From an optimization exercise on the open Yosys and OpenROAD flow, aimed at small area, a short achievable clock period and few clock cycles per item; shortcuts taken in it are not production practice.
At most, simulation tests tie the RTL to the original design; equivalence was not proved.
No activity file was given, so power comes from the tool's default toggle rates.

==> flow/design.v <==
`timescale 1ns / 1ps
`default_nettype none
module framed_ascii_decimal_parser #(
	parameter int MAX_CHARS = 63,
	parameter int MAX_FRAC_DIGITS = 6
) (
	input wire logic clk,
	input wire logic arst_n,
	input wire logic s_tvalid,
	output logic s_tready,
	input wire logic [7:0] s_tdata,
	output logic m_tvalid,
	input wire logic m_tready,
	output logic [55:0] m_tdata,
	output logic [2:0] m_tuser,
	input wire logic cfg_valid,
	output logic cfg_ready,
	input wire logic cfg_index,
	input wire logic [7:0] cfg_data
);
	logic [7:0] start_q, end_q;
	always_ff @(posedge clk or negedge arst_n) begin
		if (!arst_n) begin
			start_q <= 8'd60;
			end_q <= 8'd62;
		end else if (cfg_valid) begin
			if (cfg_index) end_q <= cfg_data;
			else start_q <= cfg_data;
		end
	end
	assign cfg_ready = 1'b1;
	logic v1_q;
	logic is_start1_q, is_end1_q, is_digit1_q, is_point1_q;
	logic [3:0] e1_q;	 
	logic [3:0] d1;
	logic in_frame_q, point_q, bad_q, trunc_q, sat_q;
	logic [5:0] count_q;
	logic [2:0] frac_q;
	logic [31:0] int_q;
	logic [23:0] bcd_q;	 
	logic busy_q, valid_q;
	logic [1:0] steps_q;
	logic [31:0] int_b_q;
	logic [15:0] fbin_q;
	logic [2:0] frac_b_q;
	logic bad_b_q, trunc_b_q, sat_b_q;
	logic idle, close, open, body, room, fdig, stall, go, handoff;
	assign idle = !busy_q && !valid_q;
	assign open = !in_frame_q && is_start1_q;
	assign close = in_frame_q && is_end1_q;
	assign body = in_frame_q && !is_end1_q;
	assign room = (count_q != 6'd63);
	assign fdig = body && room && is_digit1_q && point_q && (frac_q != 3'd6);
	assign stall = (close && !idle) || (fdig && busy_q);
	assign go = v1_q && !stall;
	assign handoff = v1_q && close && idle;
	logic s_tready_q;
	logic v1_n, is_end1_n, is_digit1_n, in_frame_n, point_n, busy_n, valid_n;
	logic is_digit_in;
	assign s_tready = s_tready_q;
	assign is_digit_in = (s_tdata[7:4] == 4'h3) && (s_tdata[3:0] <= 4'd9);
	assign v1_n = s_tready_q ? s_tvalid : (v1_q && !go);
	assign is_end1_n = s_tready_q ? (s_tdata == end_q) : is_end1_q;
	assign is_digit1_n = s_tready_q ? is_digit_in : is_digit1_q;
	assign in_frame_n = (go && open) ? 1'b1 : (go && close) ? 1'b0 : in_frame_q;
	assign point_n = (go && open) ? 1'b0 :
		(go && body && room && !is_digit1_q && is_point1_q) ? 1'b1 : point_q;
	assign busy_n = handoff || (busy_q && (steps_q != 2'd0));
	assign valid_n = handoff ? valid_q : busy_q ? (valid_q || (steps_q == 2'd0)) : (valid_q && !m_tready);
	always_ff @(posedge clk or negedge arst_n) begin
		if (!arst_n) begin
			v1_q <= 1'b0;
			s_tready_q <= 1'b1;
		end else begin
			v1_q <= v1_n;
			s_tready_q <= !(v1_n && in_frame_n &&
				((is_end1_n && (busy_n || valid_n)) || (is_digit1_n && point_n && busy_n)));
		end
	end
	always_ff @(posedge clk) begin
		if (s_tready) begin
			is_start1_q <= (s_tdata == start_q);
			is_end1_q <= (s_tdata == end_q);
			is_digit1_q <= is_digit_in;
			is_point1_q <= (s_tdata == 8'h2e);
			e1_q <= {s_tdata[3], s_tdata[2] | s_tdata[3], s_tdata[1] | s_tdata[3], s_tdata[0]};
		end
	end
	assign d1 = {e1_q[3], e1_q[2] & !e1_q[3], e1_q[1] & !e1_q[3], e1_q[0]};
	logic [31:0] int_x10;
	logic int_ovf;
	logic [30:0] add_a, add_b, add_s;
	logic add_c;
	assign add_a = {int_q[28:0], e1_q[2], e1_q[1]};
	assign add_b = int_q[30:0];
	assign add_c = e1_q[3];
	assign add_s = add_a + add_b + {30'd0, add_c};
	assign int_x10 = {add_s, e1_q[0]};
	localparam logic [31:0] OVF_K = 32'h19999999;
	logic [32:0] ovf_gt, ovf_eq;
	always_comb begin
		ovf_gt[32] = 1'b0;
		ovf_eq[32] = 1'b1;
		for (int i = 31; i >= 0; i--) begin
			ovf_gt[i] = ovf_gt[i+1] | (ovf_eq[i+1] & int_q[i] & !OVF_K[i]);
			ovf_eq[i] = ovf_eq[i+1] & (int_q[i] == OVF_K[i]);
		end
	end
	assign int_ovf = ovf_gt[0] | (ovf_eq[0] & (e1_q[3] | (e1_q[2] & e1_q[1])));
	always_ff @(posedge clk or negedge arst_n) begin
		if (!arst_n)
			in_frame_q <= 1'b0;
		else if (go) begin
			if (open)
				in_frame_q <= 1'b1;
			else if (close)
				in_frame_q <= 1'b0;
		end
	end
	always_ff @(posedge clk) begin
		if (go) begin
			if (open) begin
				point_q <= 1'b0;
				bad_q <= 1'b0;
				trunc_q <= 1'b0;
				sat_q <= 1'b0;
				count_q <= 6'd0;
				frac_q <= 3'd0;
				int_q <= 32'd0;
			end else if (body) begin
				if (!room) begin
					trunc_q <= 1'b1;
				end else begin
					count_q <= count_q + 6'd1;
					if (is_digit1_q) begin
						if (point_q) begin
							if (frac_q == 3'd6)
								trunc_q <= 1'b1;
							else
								frac_q <= frac_q + 3'd1;
						end else begin
							int_q <= int_x10;
							if (int_ovf)
								sat_q <= 1'b1;
						end
					end else if (is_point1_q && !point_q) begin
						point_q <= 1'b1;
					end else begin
						bad_q <= 1'b1;
					end
				end
			end
		end
	end
	function automatic logic ge5(input logic [3:0] d);
		ge5 = d[3] | (d[2] & (d[1] | d[0]));
	endfunction
	function automatic logic [23:0] dbl(input logic [23:0] f);
		logic [23:0] r;
		logic b3, b2, b1, b0;
		begin
			for (int j = 0; j < 6; j++) begin
				{b3, b2, b1, b0} = f[4*j +: 4];
				r[4*j+3] = (b2 & !b1 & !b0) | (b3 & b0);
				r[4*j+2] = (b1 & (!b2 | b0)) | (b3 & !b0);
				r[4*j+1] = (!b3 & !b2 & b0) | (b2 & b1 & !b0) | (b3 & !b0);
			end
			r[0] = 1'b0;
			for (int j = 1; j < 6; j++)
				r[4*j] = ge5(f[4*(j-1) +: 4]);
			dbl = r;
		end
	endfunction
	logic [23:0] bcd0, bcd1, bcd2, bcd3, bcd4;
	logic [3:0] fbits;
	logic conv;
	assign bcd0 = bcd_q;
	assign bcd1 = dbl(bcd0);
	assign bcd2 = dbl(bcd1);
	assign bcd3 = dbl(bcd2);
	assign bcd4 = dbl(bcd3);
	assign fbits = {ge5(bcd0[23:20]), ge5(bcd1[23:20]), ge5(bcd2[23:20]), ge5(bcd3[23:20])};
	assign conv = busy_q || handoff;
	always_ff @(posedge clk) begin
		for (int j = 0; j < 6; j++) begin
			if (conv)
				bcd_q[4*(5-j) +: 4] <= bcd4[4*(5-j) +: 4];
			else if (go && fdig && frac_q == 3'(j))
				bcd_q[4*(5-j) +: 4] <= d1;
			else if (go && fdig && frac_q < 3'(j))
				bcd_q[4*(5-j) +: 4] <= 4'd0;
		end
	end
	logic fzero, fsat;
	assign fzero = handoff ? (frac_q == 3'd0) : (frac_b_q == 3'd0);
	assign fsat = handoff ? sat_q : sat_b_q;
	always_ff @(posedge clk) begin
		if (conv)
			fbin_q <= {fbin_q[11:0], (fbits & {4{!fzero}}) | {4{fsat}}};
		if (handoff) begin
			int_b_q <= int_q | {32{sat_q}};
			frac_b_q <= frac_q;
			bad_b_q <= bad_q;
			trunc_b_q <= trunc_q;
			sat_b_q <= sat_q;
		end
	end
	always_ff @(posedge clk or negedge arst_n) begin
		if (!arst_n) begin
			busy_q <= 1'b0;
			valid_q <= 1'b0;
			steps_q <= 2'd0;
		end else begin
			if (handoff) begin
				busy_q <= 1'b1;
				steps_q <= 2'd2;
			end else if (busy_q) begin
				steps_q <= steps_q - 2'd1;
				if (steps_q == 2'd0) begin
					busy_q <= 1'b0;
					valid_q <= 1'b1;
				end
			end else if (m_tready) begin
				valid_q <= 1'b0;
			end
		end
	end
	assign m_tvalid = valid_q;
	assign m_tdata = {5'd0, frac_b_q, int_b_q, fbin_q};
	assign m_tuser = {sat_b_q, trunc_b_q, bad_b_q};
endmodule
`default_nettype wire
Settings: LEC_CHECK=0, ABC_AREA=1, CAP_MARGIN=20, CORE_MARGIN=2, CORE_UTILIZATION=40, SETUP_SLACK_MARGIN=3.2, SLEW_MARGIN=20; clock period 5.5 ns.
run.sh (not shown) runs the stock make flow with config.mk's settings and CLKGATE_MAP_FILE= SYNTH_SCRIPT=/design/flow/synth_recipe.tcl, a recipe that flattens the netlist after the stock synthesis.
Rerun with:
--- a/flow/design.v
+++ b/flow/design.v
@@ -93,9 +93,25 @@
 	logic add_c;
 	assign add_a = {int_q[28:0], e1_q[2], e1_q[1]};
 	assign add_b = int_q[30:0];
 	assign add_c = e1_q[3];
-	assign add_s = add_a + add_b + {30'd0, add_c};
+	always_comb begin
+		logic [30:0] g, p, gg, pp;
+		g = add_a & add_b;
+		p = add_a ^ add_b;
+		gg = g;
+		pp = p;
+		gg[0] = g[0] | (p[0] & add_c);
+		for (int l = 0; l < 5; l++) begin
+			for (int i = 30; i >= 0; i--) begin
+				if ((i >> l) & 1) begin
+					gg[i] = gg[i] | (pp[i] & gg[((i >> l) << l) - 1]);
+					pp[i] = pp[i] & pp[((i >> l) << l) - 1];
+				end
+			end
+		end
+		add_s = p ^ {gg[29:0], add_c};
+	end
 	assign int_x10 = {add_s, e1_q[0]};
 	localparam logic [31:0] OVF_K = 32'h19999999;
 	logic [32:0] ovf_gt, ovf_eq;
 	always_comb begin
Effect: Sequential power stays flat. Clock power came out lower by a few percent. Combinational power came out lower by a little under a tenth. Synthesized cell count goes down by a few percent. Total power goes down by a few percent. Critical path depth goes down by 2. First-iteration DRC count goes down by well over a third. Register-to-register slack gets worse by 0.06 ns. Clock skew goes down by 0.0032 ns. Setup slack gets worse by 0.059 ns. Wire length goes down by about a fifth. Via count decreases by roughly a tenth. Design area is lower by a few percent.
Function was not checked in any run of this note: the RTL went through the layout flow alone.

* * *

## Q
RTL: the design.v shown in full above, as it stands there.
clock: 5.5 ns
lec_check: 0
abc_area: 1
cap_margin: 20
core_margin: 2
core_utilization: 40
cts_buf_list: sky130_fd_sc_hd__clkbuf_8
setup_slack_margin: 3.2
slew_margin: 20
Setup changes, Q to T
diff --git a/flow/design.v b/flow/design.v
--- a/flow/design.v
+++ b/flow/design.v
@@ -93,9 +93,25 @@
 	logic add_c;
 	assign add_a = {int_q[28:0], e1_q[2], e1_q[1]};
 	assign add_b = int_q[30:0];
 	assign add_c = e1_q[3];
-	assign add_s = add_a + add_b + {30'd0, add_c};
+	always_comb begin
+		logic [30:0] g, p, gg, pp;
+		g = add_a & add_b;
+		p = add_a ^ add_b;
+		gg = g;
+		pp = p;
+		gg[0] = g[0] | (p[0] & add_c);
+		for (int l = 0; l < 5; l++) begin
+			for (int i = 30; i >= 0; i--) begin
+				if ((i >> l) & 1) begin
+					gg[i] = gg[i] | (pp[i] & gg[((i >> l) << l) - 1]);
+					pp[i] = pp[i] & pp[((i >> l) << l) - 1];
+				end
+			end
+		end
+		add_s = p ^ {gg[29:0], add_c};
+	end
 	assign int_x10 = {add_s, e1_q[0]};
 	localparam logic [31:0] OVF_K = 32'h19999999;
 	logic [32:0] ovf_gt, ovf_eq;
 	always_comb begin
[summary]
Diff Q -> T: maximum cell stage delay along the critical path went up; worst setup slack went down; synthesized cell count went down. Looking at critical path capture point, the int_q[25] result is from Q; the int_q[17] one comes from T. Start point of the critical path: e1_q[3] -> T, e1_q[1] -> Q. Comparing Q against T, there is no change at all in number of antenna violations at the first check in global routing. NOTE: setup fix buffers added after clock tree synthesis in T falls short of that of Q. In T, the post-route worst hold slack came out 0.011 ns below the value in Q.
No run of this note included a check of the RTL's function; only the layout flow was run.

* * *

framed_ascii_decimal_parser, a different RTL version from the one above (not shown whole).
Size: ~160 flip-flops, roughly 84 I/O pins, ~0.0084 mm2 of cells after synthesis.
==> flow/design.v (excerpt) <==
module framed_ascii_decimal_parser #(
	parameter int MAX_CHARS = 63,
	parameter int MAX_FRAC_DIGITS = 6
) (
	input wire logic clk,
	input wire logic arst_n,
	input wire logic s_tvalid,
	output logic s_tready,
	input wire logic [7:0] s_tdata,
	output logic m_tvalid,
	input wire logic m_tready,
	output logic [55:0] m_tdata,
	output logic [2:0] m_tuser,
	input wire logic cfg_valid,
	output logic cfg_ready,
	input wire logic cfg_index,
	input wire logic [7:0] cfg_data
);
	logic [7:0] start_q, end_q;
	always_ff @(posedge clk or negedge arst_n) begin
		if (!arst_n) begin
			start_q <= 8'd60;
			end_q <= 8'd62;
		end else if (cfg_valid) begin
			if (cfg_index) end_q <= cfg_data;
			else start_q <= cfg_data;
		end
	end
	assign cfg_ready = 1'b1;
	logic v1_q;
	logic is_start1_q, is_end1_q, is_digit1_q, is_point1_q;
	logic [3:0] e1_q;	 
	logic [3:0] d1;
	logic in_frame_q, point_q, bad_q, trunc_q, sat_q;
	logic [5:0] count_q;
	logic full_q;	 
	logic [2:0] frac_q;
	logic [31:0] int_q;
	logic [23:0] bcd_q;	 
	logic busy_q, valid_q;
	logic [1:0] steps_q;
	logic [31:0] int_b_q;
	logic [15:0] fbin_q;
	logic [2:0] frac_b_q;
	logic bad_b_q, trunc_b_q, sat_b_q;
	logic idle, close, open, body, room, fdig, stall, go, handoff;
	assign idle = !busy_q && !valid_q;
	assign open = !in_frame_q && is_start1_q;
	assign close = in_frame_q && is_end1_q;
	assign body = in_frame_q && !is_end1_q;
	assign room = !full_q;
  ...
Settings: LEC_CHECK=0, ABC_AREA=1, CAP_MARGIN=20, CORE_MARGIN=2, CORE_UTILIZATION=40, CTS_BUF_LIST=sky130_fd_sc_hd__clkbuf_8, SETUP_SLACK_MARGIN=3.35, SLEW_MARGIN=20, TNS_END_PERCENT=3; clock period 5.5 ns.
standard.sh (not shown) runs the stock make flow with config.mk's settings and CLKGATE_MAP_FILE= SYNTH_SCRIPT=/design/flow/synth_recipe.tcl, a recipe that flattens the netlist after the stock synthesis.
==> flow/flow/run.sh <==
#!/bin/bash
# The standard layout (the standard.sh: ORFS synthesis to finish) with two
# changes: plain buf_2 cells as the port buffers (every port still gets one),
# and no adder-cell mapping in synthesis, so abc maps the adders as plain logic.
# standard.sh's output goes to standard.log.
export BUFFER_PORTS_ARGS="-buffer_cell sky130_fd_sc_hd__buf_2"
export ADDER_MAP_FILE=
bash standard.sh > standard.log 2>&1
The baseline completed with no timing, DRC or antenna violations.
Testbench counts at the start, summed over its fixed seeds: cycles 12,722, items 1,200.
Then changed:
--- a/flow/design.v
+++ b/flow/design.v
@@ -48,33 +48,35 @@
 	logic idle, close, open, body, room, fdig, stall, go, handoff;
 	assign idle = !busy_q && !valid_q;
 	assign open = !in_frame_q && is_start1_q;
 	assign close = in_frame_q && is_end1_q;
 	assign body = in_frame_q && !is_end1_q;
 	assign room = !full_q;
 	assign fdig = body && room && is_digit1_q && point_q && (frac_q != 3'd6);
 	assign stall = (close && !idle) || (fdig && busy_q);
 	assign go = v1_q && !stall;
 	assign handoff = v1_q && close && idle;
+	logic quick;
+	assign quick = (frac_q == 3'd0) || sat_q;
 	logic block_q;
 	logic v1_n, is_end1_n, is_digit1_n, in_frame_n, point_n, busy_n, valid_n;
 	logic is_digit_in;
 	assign s_tready = !block_q;
 	assign is_digit_in = (s_tdata[7:4] == 4'h3) && (s_tdata[3:0] <= 4'd9);
 	assign v1_n = s_tready ? s_tvalid : (v1_q && !go);
 	assign is_end1_n = s_tready ? (s_tdata == end_q) : is_end1_q;
 	assign is_digit1_n = s_tready ? is_digit_in : is_digit1_q;
 	assign in_frame_n = (go && open) ? 1'b1 : (go && close) ? 1'b0 : in_frame_q;
 	assign point_n = (go && open) ? 1'b0 :
 		(go && body && room && !is_digit1_q && is_point1_q) ? 1'b1 : point_q;
-	assign busy_n = handoff || (busy_q && (steps_q != 2'd0));
-	assign valid_n = handoff ? valid_q : busy_q ? (valid_q || (steps_q == 2'd0)) : (valid_q && !m_tready);
+	assign busy_n = (handoff && !quick) || (busy_q && (steps_q != 2'd0));
+	assign valid_n = handoff ? quick : busy_q ? (valid_q || (steps_q == 2'd0)) : (valid_q && !m_tready);
 	always_ff @(posedge clk or negedge arst_n) begin
 		if (!arst_n) begin
 			v1_q <= 1'b0;
 			block_q <= 1'b0;
 		end else begin
 			v1_q <= v1_n;
 			block_q <= (v1_n && in_frame_n &&
 				((is_end1_n && (busy_n || valid_n)) || (is_digit1_n && point_n && busy_n)));
 		end
 	end
@@ -209,54 +211,58 @@
 		endcase
 	endfunction
 	logic [23:0] bcd0, bcd1, bcd2, bcd3;
 	logic [3:0] fbits;	 
 	logic conv;
 	assign bcd0 = bcd_q;
 	assign bcd1 = dbl(bcd0);
 	assign bcd2 = dbl(bcd1);
 	assign bcd3 = dbl(bcd2);
 	assign fbits = {bcd0[23], bcd1[23], bcd2[23], bcd3[23]};
-	assign conv = busy_q || handoff;
+	assign conv = busy_q || (handoff && !quick);
 	always_ff @(posedge clk) begin
 		for (int j = 0; j < 6; j++) begin
 			if (conv)
 				bcd_q[4*(5-j) +: 4] <= bcd3[4*(5-j) +: 4];
 			else if (go && fdig && frac_q == 3'(j))
 				bcd_q[4*(5-j) +: 4] <= dcode(d1);
 			else if (go && fdig && frac_q < 3'(j))
 				bcd_q[4*(5-j) +: 4] <= 4'b0110;
 		end
 	end
 	logic fzero, fsat;
 	assign fzero = handoff ? (frac_q == 3'd0) : (frac_b_q == 3'd0);
 	assign fsat = handoff ? sat_q : sat_b_q;
 	logic [3:0] fmask;
 	assign fmask = (fbits & {4{!fzero}}) | {4{fsat}};
 	always_ff @(posedge clk) begin
-		if (conv)
+		if (handoff && quick)
+			fbin_q <= {16{sat_q}};
+		else if (conv)
 			fbin_q <= {fbin_q[12:1], handoff ? fmask[3] : fbin_q[0], fmask[2:0]};
 		if (handoff) begin
 			int_b_q <= int_q | {32{sat_q}};
 			frac_b_q <= frac_q;
 			bad_b_q <= bad_q;
 			trunc_b_q <= trunc_q;
 			sat_b_q <= sat_q;
 		end
 	end
 	always_ff @(posedge clk or negedge arst_n) begin
 		if (!arst_n) begin
 			busy_q <= 1'b0;
 			valid_q <= 1'b0;
 			steps_q <= 2'd0;
 		end else begin
-			if (handoff) begin
+			if (handoff && quick) begin
+				valid_q <= 1'b1;
+			end else if (handoff) begin
 				busy_q <= 1'b1;
 				steps_q <= 2'd3;
 			end else if (busy_q) begin
 				steps_q <= steps_q - 2'd1;
 				if (steps_q == 2'd0) begin
 					busy_q <= 1'b0;
 					valid_q <= 1'b1;
 				end
 			end else if (m_tready) begin
 				valid_q <= 1'b0;
What happened:
- worst setup slack gets worse by 0.080 ns
- routed wire length rises by a few percent
- cell count rises slightly
- first-iteration DRC count drops by a few percent
- maximum frequency goes down by a few percent
- count of clock-buffer cells in the layout stays the same
- core utilization came out lower by 1.3 points
- non-clock buffer count went down by 3
- synthesized area increases slightly
- global-route usage grows by 0.62 points
- sequential share of layout area drops by 0.28 points
- worst hold slack degrades by 0.010 ns
- die area increases slightly
- cell area hardly moves
Function not checked in the second run of this note: the RTL went through the layout flow alone.

## static timing again, ports no longer ideal
The flow's constraints put no driver on any port. The routed layouts listed below were extracted and timed again, unchanged, in two steps.
Step 1: set_driving_cell puts a clkbuf_16 on clk and a buf_2 on each other input, an assumption about the parent block.
Step 2, shift: input delay + t, output delay - t, t = (earliest + latest rising clock arrival at the registers) / 2. This alone moves slack from input paths to output paths.
a / b / c = ideal ports / drivers / drivers and shift; a / b = the first two.
run | shift t [ns] | slack for setup (ns) | latest minus earliest clock arrival (ns) | cell pins on the clock port's net
the first run of note 1 | 0.475 | 3.064 / 3.064 / 2.811 | 0.016 / 0.015 | 1
the second run of note 1 | 0.464 | 3.005 / 3.005 / 2.912 | 0.013 / 0.014 | 1
Q | 0.508 | 3.066 / 3.066 / 2.829 | 0.024 / 0.023 | 1
T | 0.512 | 2.990 / 2.990 / 2.900 | 0.021 / 0.021 | 1
the first run of note 3 | 0.503 | 3.255 / 3.217 / 3.328 | 0.025 / 0.024 | 1
the second run of note 3 | 0.489 | 3.175 / 3.140 / 2.960 | 0.010 / 0.010 | 1
After both steps every run listed still meets setup and hold. The setup slack of the first run of note 1, which loses most, moves by 0.000 ns with the drivers and by -0.253 ns with both steps.
